From an optimization exercise on the open Yosys and OpenROAD flow, aimed at small area and a short achievable clock period; shortcuts taken in it are not production practice.

Design aes_round_top, start of the top module:
module aes_round_top (
  input  wire          clk,
  input  wire          rst,
  input  wire          in_valid,
  input  wire [256:0]  in_data,
  output wire          out_valid,
  output wire [127:0]  out_state
);
Size: ~980 flip-flops, roughly 390 I/O pins, ~0.042 sq mm of cells after synthesis.
Settings: LEC_CHECK=0, CAP_MARGIN=20, CORE_MARGIN=2, CORE_UTILIZATION=50, CTS_BUF_LIST=sky130_fd_sc_hd__clkbuf_8, CTS_CLUSTER_DIAMETER=60, CTS_CLUSTER_SIZE=16, PLACE_DENSITY=0.65, SLEW_MARGIN=20; clock period 5.0 ns.
standard.sh (not shown) runs the stock make flow with config.mk's settings and CLKGATE_MAP_FILE= SYNTH_SCRIPT=/design/flow/synth_recipe.tcl, a recipe that flattens the netlist after the stock synthesis.
==> flow/flow/run.sh <==
#!/bin/bash
# Own layout flow: the standard layout (standard.sh) with two changes.
#  1. Synthesis maps the logic with flow/abc.script (area-recovering mapping
#     that keeps the XOR structure of the s-boxes) in place of ORFS's ABC
#     speed script. Everything else in synthesis is the standard one
#     (synth_recipe.tcl on a copy of ORFS's scripts folder), so registers keep
#     their standard names and cells.
#  2. Ports are buffered with sky130_fd_sc_hd__buf_1 instead of the default
#     delay-cell buffer.
# Each tool's output goes to a log of its own in this folder (synth.log,
# layout.log) and ORFS's per-step logs under orfs/logs/.
set -euo pipefail
W=$PWD
rm -rf "$W/scripts_abc"
cp -r "$FLOW_HOME/scripts" "$W/scripts_abc"
cp "$W/flow/abc.script" "$W/scripts_abc/abc_speed.script"
bash "$W/standard.sh" synth SCRIPTS_DIR="$W/scripts_abc" > "$W/synth.log" 2>&1
bash "$W/standard.sh" finish "BUFFER_PORTS_ARGS=-buffer_cell sky130_fd_sc_hd__buf_1" > "$W/layout.log" 2>&1
==> flow/flow/abc.script <==
strash
dch -f
map -a
topo
buffer -c
upsize -c
dnsize -c
Rerun with:
--- a/flow/design.v
+++ b/flow/design.v
@@ -85,22 +85,22 @@
   wire M24, M25, M26, M27, M28, M29, M30, M31, M32, M33;
   wire M34, M35, M36, M37, M38, M39, M40, M41, M42, M43;
   wire M44, M45, M46, M47, M48, M49, M50, M51, M52, M53;
   wire M54, M55, M56, M57, M58, M59, M60, M61, M62, M63;
   wire L0, L1, L2, L3, L4, L5, L6, L7, L8, L9;
   wire L10, L11, L12, L13, L14, L15, L16, L17, L18, L19;
   wire L20, L21, L22, L23, L24, L25, L26, L27, L28, L29;
   wire S0, S1, S2, S3, S4, S5, S6, S7;
   reg  U7_q1, T1_q1, T2_q1, T3_q1, T4_q1, T6_q1, T8_q1, T9_q1, T10_q1, T13_q1;
   reg  T15_q1, T16_q1, T17_q1, T19_q1, T20_q1, T22_q1, T23_q1, T27_q1, M20_q1, M21_q1;
-  reg  M22_q1, M23_q1, M50_q1, M55_q1, M56_q1, M57_q1, L0_q1, L6_q1, L7_q1, L8_q1;
-  reg  L9_q1, L10_q1, L11_q1, L14_q1, L19_q1, L22_q1, L23_q1;
+  reg  M22_q1, M23_q1, M50_q1, M56_q1, L0_q1, L1_q1, L6_q1, L7_q1, L8_q1, L9_q1;
+  reg  L10_q1, L11_q1, L14_q1, L15_q1, L17_q1, L19_q1, L22_q1, L23_q1;
   assign T1 = U0 ^ U3;
   assign T2 = U0 ^ U5;
   assign T3 = U0 ^ U6;
   assign T4 = U3 ^ U5;
   assign T5 = U4 ^ U6;
   assign T6 = T1 ^ T5;
   assign T7 = U1 ^ U2;
   assign T8 = U7 ^ T6;
   assign T9 = U7 ^ T7;
   assign T10 = T6 ^ T7;
@@ -178,49 +178,49 @@
   assign M55 = M44 & T13_q1;
   assign M56 = M40 & T23_q1;
   assign M57 = M39 & T19_q1;
   assign M58 = M43 & T3_q1;
   assign M59 = M38 & T22_q1;
   assign M60 = M37 & T20_q1;
   assign M61 = M42 & T1_q1;
   assign M62 = M45 & T4_q1;
   assign M63 = M41 & T2_q1;
   assign L0 = M61 ^ M62;
-  assign L1 = M50_q1 ^ M56_q1;
+  assign L1 = M50 ^ M56;
   assign L2 = M46 ^ M48;
   assign L3 = M47 ^ M55;
   assign L4 = M54 ^ M58;
   assign L5 = M49 ^ M61;
   assign L6 = M62 ^ L5;
   assign L7 = M46 ^ L3;
   assign L8 = M51 ^ M59;
   assign L9 = M52 ^ M53;
   assign L10 = M53 ^ L4;
   assign L11 = M60 ^ L2;
   assign L12 = M48 ^ M51;
   assign L13 = M50_q1 ^ L0_q1;
   assign L14 = M52 ^ M61;
-  assign L15 = M55_q1 ^ L1;
+  assign L15 = M55 ^ L1;
   assign L16 = M56_q1 ^ L0_q1;
-  assign L17 = M57_q1 ^ L1;
+  assign L17 = M57 ^ L1;
   assign L18 = M58 ^ L8;
   assign L19 = M63 ^ L4;
-  assign L20 = L0_q1 ^ L1;
-  assign L21 = L1 ^ L7_q1;
+  assign L20 = L0_q1 ^ L1_q1;
+  assign L21 = L1_q1 ^ L7_q1;
   assign L22 = L3 ^ L12;
   assign L23 = L18 ^ L2;
-  assign L24 = L15 ^ L9_q1;
+  assign L24 = L15_q1 ^ L9_q1;
   assign L25 = L6_q1 ^ L10_q1;
   assign L26 = L7_q1 ^ L9_q1;
   assign L27 = L8_q1 ^ L10_q1;
   assign L28 = L11_q1 ^ L14_q1;
-  assign L29 = L11_q1 ^ L17;
+  assign L29 = L11_q1 ^ L17_q1;
   assign S0 = L6_q1 ^ L24;
   assign S1 = ~(L16 ^ L26);
   assign S2 = ~(L19_q1 ^ L28);
   assign S3 = L6_q1 ^ L21;
   assign S4 = L20 ^ L22_q1;
   assign S5 = L25 ^ L29;
   assign S6 = ~(L13 ^ L27);
   assign S7 = ~(L6_q1 ^ L23_q1);
   always @(posedge clk) begin
     U7_q1 <= U7;
@@ -239,31 +239,32 @@
     T19_q1 <= T19;
     T20_q1 <= T20;
     T22_q1 <= T22;
     T23_q1 <= T23;
     T27_q1 <= T27;
     M20_q1 <= M20;
     M21_q1 <= M21;
     M22_q1 <= M22;
     M23_q1 <= M23;
     M50_q1 <= M50;
-    M55_q1 <= M55;
     M56_q1 <= M56;
-    M57_q1 <= M57;
     L0_q1 <= L0;
+    L1_q1 <= L1;
     L6_q1 <= L6;
     L7_q1 <= L7;
     L8_q1 <= L8;
     L9_q1 <= L9;
     L10_q1 <= L10;
     L11_q1 <= L11;
     L14_q1 <= L14;
+    L15_q1 <= L15;
+    L17_q1 <= L17;
     L19_q1 <= L19;
     L22_q1 <= L22;
     L23_q1 <= L23;
   end
   assign y[7] = S0;
   assign y[6] = S1;
   assign y[5] = S2;
   assign y[4] = S3;
   assign y[3] = S4;
   assign y[2] = S5;
After rerunning: The new run went through all stages and came out clean. First-iteration DRC count increases by roughly a tenth. Clock skew increases by 0.0035 ns. Area after synthesis increases slightly. Worst hold slack is about the same. Routed wire length decreases slightly. Cell area increases slightly. Via count decreases slightly.
Function was not checked in any run of this note: the RTL went through the layout flow alone.

[separate check: timing with driven ports]
How much do the figures lean on ideal ports? The routed layouts below were timed once more, with nothing changed but the port constraints. Step 1 sets driving cells, clkbuf_16 on the clock port and buf_2 on the other inputs (assumed; they add their load-dependent delay and slew). Step 2, shift: input delay + t, output delay - t, t = (earliest + latest rising clock arrival at the registers) / 2. This alone moves slack from input paths to output paths. a / b / c = ideal ports / drivers / drivers and shift; a / b = the first two.
run	shift t [ns]	setup slack, ns	worst slew at a driven data input, ns
the first run	0.737	2.433 / 2.433 / 1.897	0.11
the second run	0.727	2.595 / 2.506 / 1.779	0.15
After both steps every run listed still meets setup and hold. For the second run, which loses most, drivers alone change the setup slack by -0.089 ns; drivers and shift together by -0.816 ns.
